This is an optimization exercise on Yosys and OpenROAD, whose aim is a short achievable clock period and few clock cycles, not a production implementation.
Function was checked by simulation only, so behaviour that the tests miss may differ from the original.
No activity file was given, so power comes from the tool's default toggle rates.

### design/flow/constraint.sdc
create_clock -name core_clock -period 15.0 [get_ports {CLK}]
set_input_delay 3.0000 -clock core_clock [delete_from_list [all_inputs] [get_ports {CLK}]]
set_output_delay 3.0000 -clock core_clock [all_outputs]
set_load 0.01 [all_outputs]
### design/flow/config.mk
export PLATFORM = sky130hd
export DESIGN_NAME = core_top
export DESIGN_NICKNAME = core_top
export VERILOG_FILES = /design/flow/design.v
export SDC_FILE = /design/flow/constraint.sdc
export NUM_CORES = 4
export LEC_CHECK = 0
export CAP_MARGIN = 20
export CORE_MARGIN = 2
export CORE_UTILIZATION = 40
export SLEW_MARGIN = 20
### design/flow/design.v
`default_nettype none
package isa_pkg;
    typedef logic [2:0] reg_idx_t;
    typedef enum logic [3:0] {
        OP_MISC  = 4'b0000,
        OP_ARITH = 4'b0001,   
        OP_LOGIC = 4'b0010,   
        OP_MEM   = 4'b0011,   
        OP_MOVLL = 4'b0100,
        OP_MOVLH = 4'b0101,
        OP_MOVHL = 4'b0110,
        OP_MOVHH = 4'b0111
    } opcode_e;
    typedef enum logic [4:0] {
        FN_END    = 5'b00000,
        FN_NOP    = 5'b00011,
        FN_OUT    = 5'b01100,
        FN_MOV    = 5'b10000,
        FN_NOT    = 5'b10001,
        FN_NEG    = 5'b10010,
        FN_LDRAML = 5'b11000,
        FN_LDRAMH = 5'b11001
    } misc_func_e;
    typedef enum logic [2:0] {
        CND_JMP  = 3'b001,
        CND_JEZ  = 3'b010,
        CND_JNZ  = 3'b011,
        CND_JAZ  = 3'b100,
        CND_JBZ  = 3'b101,
        CND_JAEZ = 3'b110,
        CND_JBEZ = 3'b111
    } cond_e;
    typedef struct packed {
        logic       branch;   
        opcode_e    opcode;
        reg_idx_t   dst;
        reg_idx_t   src0;
        reg_idx_t   src1;
        logic [1:0] func;
    } reg_fmt_t;
    typedef struct packed {
        logic               branch;
        cond_e              cond;
        logic [12-1:0] target;
    } br_fmt_t;
    typedef union packed {
        reg_fmt_t r;
        br_fmt_t  b;
    } instr_u;
endpackage
`default_nettype wire
`default_nettype none
package core_pkg;
    typedef struct packed {
        logic [12-1:0]  addr;
        logic [16-1:0] wdata;
        logic                we;
    } mem_req_t;
    typedef struct packed {
        logic [16-1:0] rdata;
    } mem_rsp_t;
    typedef enum logic [3:0] {
        ALU_PASS, ALU_NOT, ALU_NEG,
        ALU_ADD, ALU_SUB, ALU_MUL, ALU_SAR,
        ALU_AND, ALU_OR, ALU_XOR, ALU_ROL
    } alu_op_e;
    typedef struct packed {
        alu_op_e           alu_op;
        logic [2:0]        ra0;
        logic [2:0]        ra1;
        logic [2:0]        wa;
        logic              we_h;
        logic              we_l;
        logic              imm;     
        logic [1:0]        lane;
        logic              load;
        logic              store;
        logic              out;
        logic              jump;
        logic              halt;
        logic              hsel;    
    } dec_t;
    typedef enum logic [2:0] {
        ST_FETCH, ST_WAIT_INSTR, ST_EXEC, ST_WAIT_LOAD,
        ST_WAIT_STORE, ST_WAIT_OUT, ST_HALT
    } seq_state_e;
endpackage
`default_nettype wire
`timescale 1ns/1ps
`default_nettype none
module alu
(
    input  wire core_pkg::alu_op_e        op,
    input  wire [32-1:0]   a,
    input  wire [32-1:0]   b,
    output logic [32-1:0]  result
);
    logic [4:0]           sh;
    logic [2*32-1:0] rot;
    assign sh  = b[4:0];
    assign rot = {a, a} << sh;   
    always_comb begin
        case (op)
            core_pkg::ALU_PASS: begin
                result = a;
            end
            core_pkg::ALU_NOT: begin
                result = ~a;
            end
            core_pkg::ALU_NEG: begin
                result = -a;
            end
            core_pkg::ALU_ADD: begin
                result = a + b;
            end
            core_pkg::ALU_SUB: begin
                result = a - b;
            end
            core_pkg::ALU_MUL: begin
                result = a * b;   
            end
            core_pkg::ALU_SAR: begin
                result = $signed(a) >>> sh;
            end
            core_pkg::ALU_AND: begin
                result = a & b;
            end
            core_pkg::ALU_OR: begin
                result = a | b;
            end
            core_pkg::ALU_XOR: begin
                result = a ^ b;
            end
            core_pkg::ALU_ROL: begin
                result = rot[2*32-1:32];
            end
            default: begin
                result = a;
            end
        endcase
    end
endmodule
`default_nettype wire
`timescale 1ns/1ps
`default_nettype none
module reg_file
(
    input  wire                 CLK,
    input  wire                 rst_n,
    input  wire isa_pkg::reg_idx_t       ra0,
    input  wire isa_pkg::reg_idx_t       ra1,
    input  wire isa_pkg::reg_idx_t       wa,
    input  wire [32-1:0]   wr_data,
    input  wire                 wr_en,
    input  wire                 we_h,
    input  wire                 we_l,
    output logic [32-1:0]  rd0,
    output logic [32-1:0]  rd1
);
    localparam int HALF = 32 / 2;
    logic [32-1:0] regs [8];
    always_ff @(posedge CLK or negedge rst_n) begin
        if (!rst_n) begin
            for (int i = 0; i < 8; i++) begin
                regs[i] <= '0;
            end
        end else if (wr_en) begin
            if (we_h) begin
                regs[wa][32-1:HALF] <= wr_data[32-1:HALF];
            end
            if (we_l) begin
                regs[wa][HALF-1:0] <= wr_data[HALF-1:0];
            end
        end
    end
    assign rd0 = regs[ra0];
    assign rd1 = regs[ra1];
endmodule
`default_nettype wire
`timescale 1ns/1ps
`default_nettype none
module instr_decoder
(
    input  wire isa_pkg::instr_u instr,
    output core_pkg::dec_t        dec
);
    logic [4:0] fn;
    assign fn = {instr.r.src1, instr.r.func};
    always_comb begin
        dec        = '0;   
        dec.alu_op = core_pkg::ALU_PASS;
        dec.ra0    = instr.r.src0;
        dec.ra1    = instr.r.src1;
        dec.wa     = instr.r.dst;
        dec.lane   = instr.r.opcode[1:0];
        dec.hsel   = instr.r.func[0];
        if (instr.b.branch) begin
            dec.ra0  = 3'd5;
            dec.jump = |instr.b.cond;   
        end else begin
            case (instr.r.opcode)
                isa_pkg::OP_MISC: begin
                    case (fn)
                        isa_pkg::FN_END:    dec.halt = 1'b1;
                        isa_pkg::FN_OUT:    dec.out  = 1'b1;
                        isa_pkg::FN_MOV:    {dec.we_h, dec.we_l} = 2'b11;
                        isa_pkg::FN_NOT:    {dec.alu_op, dec.we_h, dec.we_l} = {core_pkg::ALU_NOT, 2'b11};
                        isa_pkg::FN_NEG:    {dec.alu_op, dec.we_h, dec.we_l} = {core_pkg::ALU_NEG, 2'b11};
                        isa_pkg::FN_LDRAML: {dec.load, dec.we_l} = 2'b11;
                        isa_pkg::FN_LDRAMH: {dec.load, dec.we_h} = 2'b11;
                        default:   dec.halt = 1'b0;
                    endcase
                end
                isa_pkg::OP_ARITH: begin
                    {dec.we_h, dec.we_l} = 2'b11;
                    case (instr.r.func)
                        2'd0:    dec.alu_op = core_pkg::ALU_ADD;
                        2'd1:    dec.alu_op = core_pkg::ALU_SUB;
                        2'd2:    dec.alu_op = core_pkg::ALU_MUL;
                        default: dec.alu_op = core_pkg::ALU_SAR;
                    endcase
                end
                isa_pkg::OP_LOGIC: begin
                    {dec.we_h, dec.we_l} = 2'b11;
                    case (instr.r.func)
                        2'd0:    dec.alu_op = core_pkg::ALU_AND;
                        2'd1:    dec.alu_op = core_pkg::ALU_OR;
                        2'd2:    dec.alu_op = core_pkg::ALU_XOR;
                        default: dec.alu_op = core_pkg::ALU_ROL;
                    endcase
                end
                isa_pkg::OP_MEM: dec.store = !instr.r.func[1];   
                isa_pkg::OP_MOVLL, isa_pkg::OP_MOVLH, isa_pkg::OP_MOVHL, isa_pkg::OP_MOVHH: begin
                    dec.imm              = 1'b1;
                    dec.ra0              = instr.r.dst;
                    {dec.we_h, dec.we_l} = 2'b11;
                end
                default: dec.imm = 1'b0;
            endcase
        end
    end
endmodule
`default_nettype wire
`timescale 1ns/1ps
`default_nettype none
module core_sequencer
(
    input  wire                 CLK,
    input  wire                 rst_n,
    input  wire core_pkg::dec_t           dec,
    input  wire [32-1:0]   rd0,
    input  wire [32-1:0]   rd1,
    input  wire [32-1:0]   alu_result,
    input  wire                 mem_req_ready,
    input  wire core_pkg::mem_rsp_t       mem_rsp,
    input  wire                 mem_rsp_valid,
    input  wire                 out_ready,
    output isa_pkg::instr_u              instr,
    output logic [32-1:0]  wr_data,
    output logic                wr_en,
    output core_pkg::mem_req_t            mem_req,
    output logic                mem_req_valid,
    output logic [32-1:0]  out_data,
    output logic                out_valid,
    output logic                halted
);
    core_pkg::seq_state_e          state;
    logic [12-1:0]  ip;
    logic [12-1:0]  next_ip;
    logic [16-1:0] ld_data;
    logic                ld_wb;      
    logic                take;
    logic                is_zero;
    logic                is_neg;
    logic                req_fire;
    logic                issue;      
    core_pkg::mem_req_t            issue_req;
    logic [32-1:0]  ins_data;
    assign req_fire = mem_req_valid && mem_req_ready;
    assign halted   = (state == core_pkg::ST_HALT);
    assign is_zero  = (rd0 == '0);
    assign is_neg   = rd0[32-1];
    assign next_ip  = (dec.jump && take) ? instr.b.target : ip + 1'b1;
    assign wr_en    = ld_wb || (state == core_pkg::ST_EXEC && !dec.load && (dec.we_h || dec.we_l));
    always_comb begin
        case (instr.b.cond)
            isa_pkg::CND_JMP:  take = 1'b1;
            isa_pkg::CND_JEZ:  take = is_zero;
            isa_pkg::CND_JNZ:  take = !is_zero;
            isa_pkg::CND_JAZ:  take = !is_neg && !is_zero;
            isa_pkg::CND_JBZ:  take = is_neg;
            isa_pkg::CND_JAEZ: take = !is_neg;
            isa_pkg::CND_JBEZ: take = is_neg || is_zero;
            default:  take = 1'b0;
        endcase
    end
    always_comb begin
        ins_data                      = alu_result;
        ins_data[8*dec.lane +: 8]     = instr[7:0];
        if (ld_wb) begin
            wr_data = {ld_data, ld_data};   
        end else if (dec.imm) begin
            wr_data = ins_data;
        end else begin
            wr_data = alu_result;
        end
    end
    always_comb begin
        issue     = 1'b0;
        issue_req       = '0;
        issue_req.addr  = ip;
        case (state)
            core_pkg::ST_FETCH:      issue = !mem_req_valid;   
            core_pkg::ST_EXEC: begin
                if (dec.load) begin
                    issue          = 1'b1;
                    issue_req.addr = rd0[12-1:0];
                end else if (dec.store) begin
                    issue           = 1'b1;
                    issue_req.addr  = rd1[12-1:0];
                    issue_req.wdata = dec.hsel ? rd0[32-1:16] : rd0[16-1:0];
                    issue_req.we    = 1'b1;
                end else if (!dec.halt && !dec.out) begin
                    issue          = 1'b1;
                    issue_req.addr = next_ip;
                end
            end
            core_pkg::ST_WAIT_LOAD:  issue = mem_rsp_valid;
            core_pkg::ST_WAIT_STORE: issue = req_fire;
            core_pkg::ST_WAIT_OUT:   issue = out_ready;
            default:       issue = 1'b0;
        endcase
    end
    always_ff @(posedge CLK or negedge rst_n) begin
        if (!rst_n) begin
            state         <= core_pkg::ST_FETCH;
            ip            <= 12'h008;
            mem_req_valid <= 1'b0;
            out_valid     <= 1'b0;
            ld_wb         <= 1'b0;
        end else begin
            ld_wb <= 1'b0;
            if (issue) begin
                mem_req_valid <= 1'b1;
            end else if (req_fire) begin
                mem_req_valid <= 1'b0;
            end
            case (state)
                core_pkg::ST_FETCH: begin
                    if (req_fire) begin
                        state <= core_pkg::ST_WAIT_INSTR;
                    end
                end
                core_pkg::ST_WAIT_INSTR: begin
                    if (mem_rsp_valid) begin
                        state <= core_pkg::ST_EXEC;
                    end
                end
                core_pkg::ST_EXEC: begin
                    ip <= next_ip;
                    if (dec.halt) begin
                        state <= core_pkg::ST_HALT;
                    end else if (dec.load) begin
                        state <= core_pkg::ST_WAIT_LOAD;
                    end else if (dec.store) begin
                        state <= core_pkg::ST_WAIT_STORE;
                    end else if (dec.out) begin
                        state     <= core_pkg::ST_WAIT_OUT;
                        out_valid <= 1'b1;
                    end else begin
                        state <= core_pkg::ST_FETCH;
                    end
                end
                core_pkg::ST_WAIT_LOAD: begin
                    if (mem_rsp_valid) begin
                        ld_wb <= 1'b1;
                        state <= core_pkg::ST_FETCH;
                    end
                end
                core_pkg::ST_WAIT_STORE: begin
                    if (req_fire) begin
                        state <= core_pkg::ST_FETCH;
                    end
                end
                core_pkg::ST_WAIT_OUT: begin
                    if (out_ready) begin
                        out_valid <= 1'b0;
                        state     <= core_pkg::ST_FETCH;
                    end
                end
                default: state <= core_pkg::ST_HALT;
            endcase
        end
    end
    always_ff @(posedge CLK) begin
        if (issue) begin
            mem_req <= issue_req;
        end
        if (state == core_pkg::ST_WAIT_INSTR && mem_rsp_valid) begin
            instr <= mem_rsp.rdata;
        end
        if (state == core_pkg::ST_WAIT_LOAD && mem_rsp_valid) begin
            ld_data <= mem_rsp.rdata;
        end
        if (state == core_pkg::ST_EXEC && dec.out) begin
            out_data <= alu_result;
        end
    end
endmodule
`default_nettype wire
`timescale 1ns/1ps
`default_nettype none
module core_top
(
    input  wire                 CLK,
    input  wire                 rst_n,
    input  wire                 mem_req_ready,
    input  wire core_pkg::mem_rsp_t       mem_rsp,
    input  wire                 mem_rsp_valid,
    input  wire                 out_ready,
    output core_pkg::mem_req_t            mem_req,
    output logic                mem_req_valid,
    output logic [32-1:0]  out_data,
    output logic                out_valid,
    output logic                halted
);
    isa_pkg::instr_u             instr;
    core_pkg::dec_t               dec;
    logic [32-1:0] rd0;
    logic [32-1:0] rd1;
    logic [32-1:0] alu_result;
    logic [32-1:0] wr_data;
    logic               wr_en;
    core_sequencer u_core_sequencer (
        .CLK(CLK), .rst_n(rst_n), .dec(dec), .rd0(rd0), .rd1(rd1),
        .alu_result(alu_result), .mem_req_ready(mem_req_ready), .mem_rsp(mem_rsp),
        .mem_rsp_valid(mem_rsp_valid), .out_ready(out_ready), .instr(instr),
        .wr_data(wr_data), .wr_en(wr_en), .mem_req(mem_req), .mem_req_valid(mem_req_valid),
        .out_data(out_data), .out_valid(out_valid), .halted(halted)
    );
    instr_decoder u_instr_decoder (.instr(instr), .dec(dec));
    reg_file u_reg_file (
        .CLK(CLK), .rst_n(rst_n), .ra0(dec.ra0), .ra1(dec.ra1), .wa(dec.wa),
        .wr_data(wr_data), .wr_en(wr_en), .we_h(dec.we_h), .we_l(dec.we_l),
        .rd0(rd0), .rd1(rd1)
    );
    alu u_alu (.op(dec.alu_op), .a(rd0), .b(rd1), .result(alu_result));
endmodule
`default_nettype wire
### design/flow/run.sh
#!/bin/bash
# synth_recipe.tcl (not shown) runs the flow's synth.tcl, then flattens the netlist and writes it again
# the make line also repeats each setting of config.mk as NAME=value (left out here)
make -C /OpenROAD-flow-scripts/flow DESIGN_CONFIG=/design/flow/config.mk WORK_HOME=/design/flow/orfs CLKGATE_MAP_FILE= SYNTH_SCRIPT=/design/flow/synth_recipe.tcl finish
==> run notes <==
Syn Nets 6093; part of the power in registers 16.8%; CP max-delay cell nor4b_1; Rel. slew slack 11.1%; Synth Area per Inst 8.28 um2; # nets final 6057; area of the multi-input gates 32200 um2; Post-Synthesis Cells 5432; synthesized area 45000 um2; Placed Area 48100 um2; FF+latch area 9650 um2; first-pass GRT wire length 352000 um; gpl congestion 1.10; hold_ws 0.477 ns; Ys Warns 5; Psw 4.24 mW; Initial Util 40.2%; Tot GR Track Use 43.1%; most frequent cells in the layout 637 x nor2_1, 632 x nand2_1, 469 x inv_1; EDFF count, synth 93; Routed WL per cell 36.3 um; asr flop ratio synth 74.7%; Logic pwr share 67.7%; vias in the first global route 45198; Slew Limit Fails 0; TritonCTS sink count 367; worst-path fanout max 24; Area Overhead vs Synth 10.6%; status no timing/DRC/antenna violations; CTS max path bufs 3; Worst Path Arrival 14.35 ns; initial antenna violation count 18; crit start category flip-flop; Vias 45991; Min-Delay Endpoint u_reg_file.regs[4][30]; Final TNS setup 0 ns; FF+latch count, synth 367; root buffer cell clkbuf_16; 1st-iter DRT viols 6440; First-pass DRT Iterations 8; largest net degree at the start of global routing 90; CP delay by family, top adder cells; HPWL Detailed 189000 um; CTS tree built; worst slew pin tran 1.32 ns; leakage power 21.7 nW; setup violators final 0; sw frac 54.3%; Top cell by count, worst path fa_1; CP required 15.53 ns; r2r endpoint u_reg_file.regs[5][26]; internal power 3.57 mW; fmax 0.0723 GHz; ys flop type dfrtp_1; DIE HEIGHT 339 um; hold path depth 2; die area 115000 um2; chip width 339 um; CP Capture Type flip-flop; share of post-route cells with drive strength above 1 9.06%; Port Buf Inserts 84; CTS Buf Count 46; RSZ-0062 raised after global routing no; post-CTS sizing 0; Worst Setup SP u_core_sequencer.instr[11]; CP max stage delay 1.03 ns; Buf/Inv on CP 8; r2r worst-path depth 35; Fin Clk Skew 0.0272 ns; post-synthesis sequential area ratio 21.4%; row count 123; final instance area 49800 um2; core area 112000 um2; max-cap viol count 0; # IOs 85; CTS clk-pin slew, worst paths 0.06 ns; WS Path Type flip-flop to flip-flop; number of vias per cell 6.63; reg-to-reg startpoint u_core_sequencer.instr[11]; htree depth 2; Hold/Removal Path Class flip-flop to flip-flop; cts hold-fix bufs 0; Hold Vio Cnt, Final 0; Residual DRC 0; Clk Latency, worst-skew pair 0.65 ns; Synth cell types 113; R2R Setup Slk 1.18 ns; commonest non-fill, non-tap cell in the layout nor2_1; fin crit period 13.82 ns; Setup Buffers After CTS 0; Pwr Density 157 nW/um2; drt total wl 252000 um; Clk pwr share 15.5%; Core Util, Final 44.4%; fillcell total 11229; maximum vdd drop 0.145 mV; hold wc startpoint u_reg_file.regs[4][30]; Final period util 92.1%; post-detailed-route count of antenna-violating nets 0; GRT overflow 0
layout make-up:
cell class / count / share of cell area (%)
multi-input cells: 4167 / 64.6
flip-flops and latches: 367 / 19.4
repair buffers: 303 / 5.05
inverters: 511 / 3.87
well taps: 1500 / 3.77
clock buffers: 56 / 2.53
clock inverters: 29 / 0.714
diodes: 8 / 0.0402
Yosys cell counts, types with 61 or more instances:
cell | instances | area share, %
a21oi_1 | 299 | 3.3
mux2i_1 | 99 | 2.2
dfrtp_1 | 273 | 15
a31oi_1 | 69 | 0.96
ha_1 | 231 | 6.4
xnor2_1 | 115 | 2.2
nor3_1 | 61 | 0.68
fa_1 | 409 | 18
o211ai_1 | 83 | 1.4
nor2_1 | 640 | 5.3
inv_1 | 471 | 3.9
clkbuf_1 | 284 | 2.4
o21ai_0 | 313 | 3.5
mux2_2 | 65 | 1.6
nand2_1 | 633 | 5.3
edfxtp_1 | 93 | 6.2
nand3_1 | 120 | 1.3
o21ai_1 | 77 | 0.86
worst reg2reg max path: cells and delay by family (launching register included):
family,cells,cell delay (ns)
AO/OA/AOI/OAI,6,2.36
multiplexers,1,0.43
XOR/XNOR,1,0.20
flip-flops,1,0.49
buffers and inverters,8,1.74
adder cells (fa/ha/maj),10,4.26
AND/OR/NAND/NOR,9,4.25
power groups by stage:
stage	Sequential (mW)	Combinational, mW	Clock [mW]
2_1_floorplan	1.29	3.02	0
3_3_place_gp	1.32	5.05	0
3_5_place_dp	1.33	5.04	0
4_1_cts	1.31	5.08	1.22
5_1_grt	1.32	5.53	1.25
6_report	1.31	5.29	1.21
worst max-delay path by stage:
stage                        endpoint  slack [ns]  depth (start not counted)
6_report       u_reg_file.regs[5][26]        1.18                         35
5_1_grt        u_reg_file.regs[3][30]        0.94                         36
4_1_cts        u_reg_file.regs[0][15]        1.78                         36
3_5_place_dp   u_reg_file.regs[0][15]        1.86                         36
3_3_place_gp   u_reg_file.regs[1][20]        1.57                         37
2_1_floorplan  u_reg_file.regs[0][28]        4.78                         41
metal layers:
layer  GRT usage (%)  part of all wire, %
met1            53.5                   37
met2            64.6                   42
met3            9.88                   11
met4            34.1                   10
met5               0                0.035
metrics by stage:
stage / total power, mW / std cells / setup WS, ns
2_1_floorplan: 4.32 / 5432 / 4.78
3_3_place_gp: 6.37 / 6848 / 1.57
3_5_place_dp: 6.37 / 6848 / 1.86
4_1_cts: 7.61 / 6933 / 1.78
5_1_grt: 8.11 / 6934 / 0.945
6_report: 7.81 / 6941 / 1.18
sequential cells by signal, indices dropped and copies added, names as in the netlist:
register                        cells
u_core_sequencer.ld_wb              1
u_core_sequencer.ld_data           16
u_core_sequencer.instr             16
u_core_sequencer.mem_req_valid      1
u_core_sequencer.out_valid          1
u_core_sequencer.ip                12
u_core_sequencer.state              3
u_core_sequencer.mem_req           29
u_core_sequencer.out_data          32
u_reg_file.regs                   256
logic make-up after synthesis:
group | count (synthesis) | synth area share (%)
muxes | 173 | 4.28
xor gates and xnor gates | 144 | 3.03
and+or+nand+nor | 1709 | 16.5
DFF | 367 | 21.4
buffers and inverters | 898 | 7.70
adders and majority gates | 642 | 24.7
AOI/OAI and AO/OA | 1499 | 22.3
Testbench counts, summed over its fixed seeds: cycles 202,317.

[re-timing with driven ports]
The flow's constraints put no driver on any port. The routed layout listed below was extracted and timed again, unchanged, in two steps. Step 1 sets driving cells, clkbuf_16 on the clock port and buf_2 on the other inputs (assumed; they add their load-dependent delay and slew). Step 2 also shifts input and output timing later by t, the mid clock arrival at the registers, as if the neighbouring blocks saw the same clock. a / b / c = ideal ports / drivers / drivers and shift; a / b = the first two.
t, ns: 0.714
setup WS [ns]: 1.178 / 1.178 / 1.178
latest minus earliest clock arrival (ns): 0.031 / 0.030
worst slew at a driven data input, ns: 0.07
After both steps this run still meets setup and hold. The setup slack of this run moves by 0.000 ns with the drivers and by 0.000 ns with both steps.
